This is an optimization exercise on Yosys and OpenROAD, whose aim is small area, a short achievable clock period and few clock cycles per item, not a production implementation. The RTL was checked by simulation tests, not by an equivalence proof against the original design.

== red ==
## conv_top
module conv_top (
  input  logic clk,
  input  logic rst_n,
  input  logic [15:0] ifmap_dat,
  input  logic ifmap_vld,
  output logic ifmap_rdy,
  input  logic [15:0] weights_dat,
  input  logic weights_vld,
  output logic weights_rdy,
  output logic [31:0] ofmap_dat,
  output logic ofmap_vld,
  input  logic ofmap_rdy
);
  function automatic logic [24:0] booth_enc(input logic [15:0] y);
    logic [24:0] e;
    e[0] = y[0] ^ 1'b0;
    e[1] = (y[1] & ~y[0] & ~1'b0) | (~y[1] & y[0] & 1'b0);
    e[2] = y[1];
    e[3] = y[2] ^ y[1];
    e[4] = (y[3] & ~y[2] & ~y[1]) | (~y[3] & y[2] & y[1]);
    e[5] = y[3];
    e[6] = y[4] ^ y[3];
    e[7] = (y[5] & ~y[4] & ~y[3]) | (~y[5] & y[4] & y[3]);
    e[8] = y[5];
    e[9] = y[6] ^ y[5];
    e[10] = (y[7] & ~y[6] & ~y[5]) | (~y[7] & y[6] & y[5]);
    e[11] = y[7];
    e[12] = y[8] ^ y[7];
    e[13] = (y[9] & ~y[8] & ~y[7]) | (~y[9] & y[8] & y[7]);
    e[14] = y[9];
    e[15] = y[10] ^ y[9];
    e[16] = (y[11] & ~y[10] & ~y[9]) | (~y[11] & y[10] & y[9]);
    e[17] = y[11];
    e[18] = y[12] ^ y[11];
    e[19] = (y[13] & ~y[12] & ~y[11]) | (~y[13] & y[12] & y[11]);
    e[20] = y[13];
    e[21] = y[14] ^ y[13];
  ...
Size in the first run: about 4,500 cells after synthesis, about 72 I/O pins, about 0.055 mm² of cells after synthesis.
clock: 8.0 ns
lec_check: 0
abc_clock_period_in_ps: 2500
cap_margin: 20
core_margin: 2
core_utilization: 55
setup_slack_margin: 5
slew_margin: 20
standard.sh (not shown) runs the stock make flow with config.mk's settings and CLKGATE_MAP_FILE= SYNTH_SCRIPT=/design/flow/synth_recipe.tcl, a recipe that flattens the netlist after the stock synthesis.
==> flow/flow/run.sh <==
#!/bin/bash
# Standard layout, with one netlist step between synthesis and floorplan:
# fa_polarity.py flips full-adder cells (FA(~a,~b,~c) = ~FA(a,b,c)) so that
# fewer inverters sit between them. Registers and other cells are untouched.
set -euo pipefail
WORK=$(pwd)
R=$WORK/orfs/results/$FLOW_PLATFORM/conv_top/base
bash standard.sh synth > $WORK/flow_synth.log 2>&1
cp $R/1_2_yosys.v $WORK/yosys_standard.v
python3 $WORK/flow/fa_polarity.py $WORK/yosys_standard.v $R/1_2_yosys.v > $WORK/fa_polarity.log 2>&1
rm -f $R/1_synth.odb $R/1_synth.sdc
bash standard.sh finish > $WORK/flow_layout.log 2>&1
Other scripts of this flow, unchanged in this note and not shown: flow/flow/fa_polarity.py
Testbench counts of red, summed over its fixed seeds: cycles 4,280, jobs 128.
[inputs] blue vs red
diff --git a/flow/design.v b/flow/design.v
--- a/flow/design.v
+++ b/flow/design.v
@@ -69,17 +69,16 @@
   logic [15:0] ws0_0, ws0_1, ws0_2, ws0_3;
   logic [15:0] ws1_0, ws1_1, ws1_2, ws1_3;
   logic [15:0] ws2_0, ws2_1, ws2_2, ws2_3;
   logic [15:0] ws3_0, ws3_1, ws3_2, ws3_3;
   logic [2:0] cred;   
   logic v1, v2;
   logic [31:0] res;
-  logic [31:0] oq0, oq1;   
-  logic q_rp, q_wp;
-  logic [1:0] q_n;
+  logic [31:0] oq0, oq1, oq2;   
+  logic [1:0] q_rp, q_wp, q_n;
   logic pop, o_free, push;
   logic [215:0] st1, st1_d;
   logic [63:0] st2, st2_d;
   logic pp1;
   logic pp2;
   logic pp3;
   logic pp4;
@@ -1978,45 +1977,47 @@
   logic s1897;
   logic c1898;
   logic s1899;
   logic c1900;
   logic s1901;
   logic c1902;
   assign sfull = n_ins[4];
-  assign go = hv && (lp_oc == ph) && wval[ph] && (cred != 3'd0 || pop);
+  assign go = hv && (lp_oc == ph) && wval[ph] && (cred != 3'd0);
   assign pix_avail = (a_n == 3'd4) || (a_n == 3'd3 && x_in_v);
   assign hfree = !hv || (go && lp_oc == 2'd3);
   assign hload = pix_avail && hfree;
   assign x_moved = x_in_v && (hload || a_n != 3'd4);
   assign q_nx = a_n + {2'b00, x_in_v} + {2'b00, ifmap_rdy} - (hload ? 3'd4 : 3'd0);
   assign ins = weights_vld && weights_rdy;
   assign xfer = sfull && !sdone[ph] && (!wval[ph] || (go && lp_pix == 3'd7));
   assign n_ins_nx = (xfer && ((sdone | (4'b0001 << ph)) == 4'hf)) ? 5'd0 : n_ins + {4'b0000, ins};
   assign ph_nx = (n_ins == 5'd0 && wval == 4'd0 && !ins) ? 2'd0 : ph + 2'd1;
   assign pop = ofmap_vld && ofmap_rdy;
   assign o_free = !ofmap_vld || ofmap_rdy;
   assign push = v2;
-  logic rp_h, rp_r, wp_h, wp_r;
-  logic [1:0] qn_h, qn_r;
+  logic [2:0] cred_h, cred_r;
+  logic [1:0] rp_h, rp_r, wp_h, wp_r, qn_h, qn_r;
   logic ov_h, ov_r;
-  logic rp_inc, wp_inc;
-  assign rp_inc = !q_rp;
-  assign wp_inc = !q_wp;
+  logic [1:0] rp_inc, wp_inc;
+  assign rp_inc = (q_rp == 2'd2) ? 2'd0 : q_rp + 2'd1;
+  assign wp_inc = (q_wp == 2'd2) ? 2'd0 : q_wp + 2'd1;
   always_comb begin
+    cred_h = cred - {2'b00, go};
     if (!ofmap_vld) begin
       ov_h = (q_n != 2'd0) || push;
       rp_h = (q_n != 2'd0) ? rp_inc : q_rp;
       wp_h = (push && q_n != 2'd0) ? wp_inc : q_wp;
       qn_h = (q_n != 2'd0) ? q_n - 2'd1 + {1'b0, push} : 2'd0;
     end else begin
       ov_h = 1'b1;
       rp_h = q_rp;
       wp_h = push ? wp_inc : q_wp;
       qn_h = q_n + {1'b0, push};
     end
+    cred_r = cred - {2'b00, go} + {2'b00, ofmap_vld};
     ov_r = (q_n != 2'd0) || push;
     rp_r = (q_n != 2'd0) ? rp_inc : q_rp;
     wp_r = (push && q_n != 2'd0) ? wp_inc : q_wp;
     qn_r = q_n;
     if (q_n != 2'd0 && !push) qn_r = q_n - 2'd1;
   end
   always_ff @(posedge clk or negedge rst_n) begin
@@ -2027,20 +2028,20 @@
       hv <= 1'b0;
       lp_oc <= 2'd0;
       lp_pix <= 3'd0;
       weights_rdy <= 1'b0;
       n_ins <= 5'd0;
       sdone <= 4'd0;
       wval <= 4'd0;
-      cred <= 3'd3;
+      cred <= 3'd4;
       v1 <= 1'b0;
       v2 <= 1'b0;
       ofmap_vld <= 1'b0;
-      q_rp <= 1'b0;
-      q_wp <= 1'b0;
+      q_rp <= 2'd0;
+      q_wp <= 2'd0;
       q_n <= 2'd0;
     end else begin
       x_in_v <= ifmap_rdy ? ifmap_vld : (x_in_v && !x_moved);
       ifmap_rdy <= (q_nx <= 3'd4);
       if (hload) begin
         hv <= 1'b1;
         a_n <= (a_n == 3'd4 && x_in_v) ? 3'd1 : 3'd0;
@@ -2058,15 +2059,15 @@
         sdone <= ((sdone | (4'b0001 << ph)) == 4'hf) ? 4'd0 : (sdone | (4'b0001 << ph));
         wval[ph] <= 1'b1;
       end else if (go && lp_pix == 3'd7) begin
         wval[ph] <= 1'b0;
       end
       v1 <= go;
       v2 <= v1;
-      cred <= cred - {2'b00, go} + {2'b00, pop};
+      cred <= ofmap_rdy ? cred_r : cred_h;
       ofmap_vld <= ofmap_rdy ? ov_r : ov_h;
       q_rp <= ofmap_rdy ? rp_r : rp_h;
       q_wp <= ofmap_rdy ? wp_r : wp_h;
       q_n <= ofmap_rdy ? qn_r : qn_h;
     end
   end
   always_ff @(posedge clk) begin
@@ -4025,17 +4026,18 @@
   always_ff @(posedge clk) begin
     st1 <= st1_d;
     st2 <= st2_d;
   end
   assign res = st2[31:0] + st2[63:32];
   always_ff @(posedge clk) begin
     if (o_free) begin
-      if (q_n != 2'd0) ofmap_dat <= q_rp ? oq1 : oq0;
+      if (q_n != 2'd0) ofmap_dat <= (q_rp == 2'd0) ? oq0 : ((q_rp == 2'd1) ? oq1 : oq2);
       else ofmap_dat <= res;
     end
     if (push) begin
-      if (!q_wp) oq0 <= res;
-      else oq1 <= res;
+      if (q_wp == 2'd0) oq0 <= res;
+      if (q_wp == 2'd1) oq1 <= res;
+      if (q_wp == 2'd2) oq2 <= res;
     end
   end
 endmodule
 `default_nettype wire
==> comparison <==
Final hold slack across red and blue: no real change.
red ended up with h2[17]$_DFFE_PP_ as its startpoint of the most critical setup path; blue ended up with h0[5]$_DFFE_PP_.
Comparing red and blue, number of standard cells after synthesis is higher on blue.
Synthesis-to-finish area growth of red is on par with blue.
Summary of blue over red: cell area has increased, achievable clock frequency has remained practically unchanged.
Testbench counts of blue, summed over its fixed seeds: cycles 4,280, jobs 128.

-- port drivers added, routing unchanged --
The results above use ideal ports. As a check the final layouts listed here were re-extracted and re-timed, cells and wires unchanged.
Step 1 (the two cells are an assumption about what drives the block):
set clk [get_ports {clk}]
set_driving_cell -lib_cell sky130_fd_sc_hd__clkbuf_16 $clk
set_driving_cell -lib_cell sky130_fd_sc_hd__buf_2 [delete_from_list [all_inputs] $clk]
Step 2 adds t to the input delays and takes it off the output delays; t is the mean of the earliest and latest rising clock arrival at the registers after step 1. Input paths then give back, and output paths get back, about the clock's delay inside the block.
a / b / c = ideal ports / drivers / drivers and shift; a / b = the first two.
run | t (ns) | setup slack, ns | hold WS [ns] | clock arrival spread, ns | cell pins on the clock port's net
red | 0.764 | 4.992 / 4.949 / 4.289 | 0.308 / 0.308 / 0.308 | 0.089 / 0.089 | 1
blue | 0.769 | 4.997 / 4.979 / 4.520 | 0.309 / 0.309 / 0.309 | 0.035 / 0.036 | 1
After both steps every run listed still meets setup and hold. For red, which loses most, drivers alone change the setup slack by -0.043 ns; drivers and shift together by -0.703 ns.
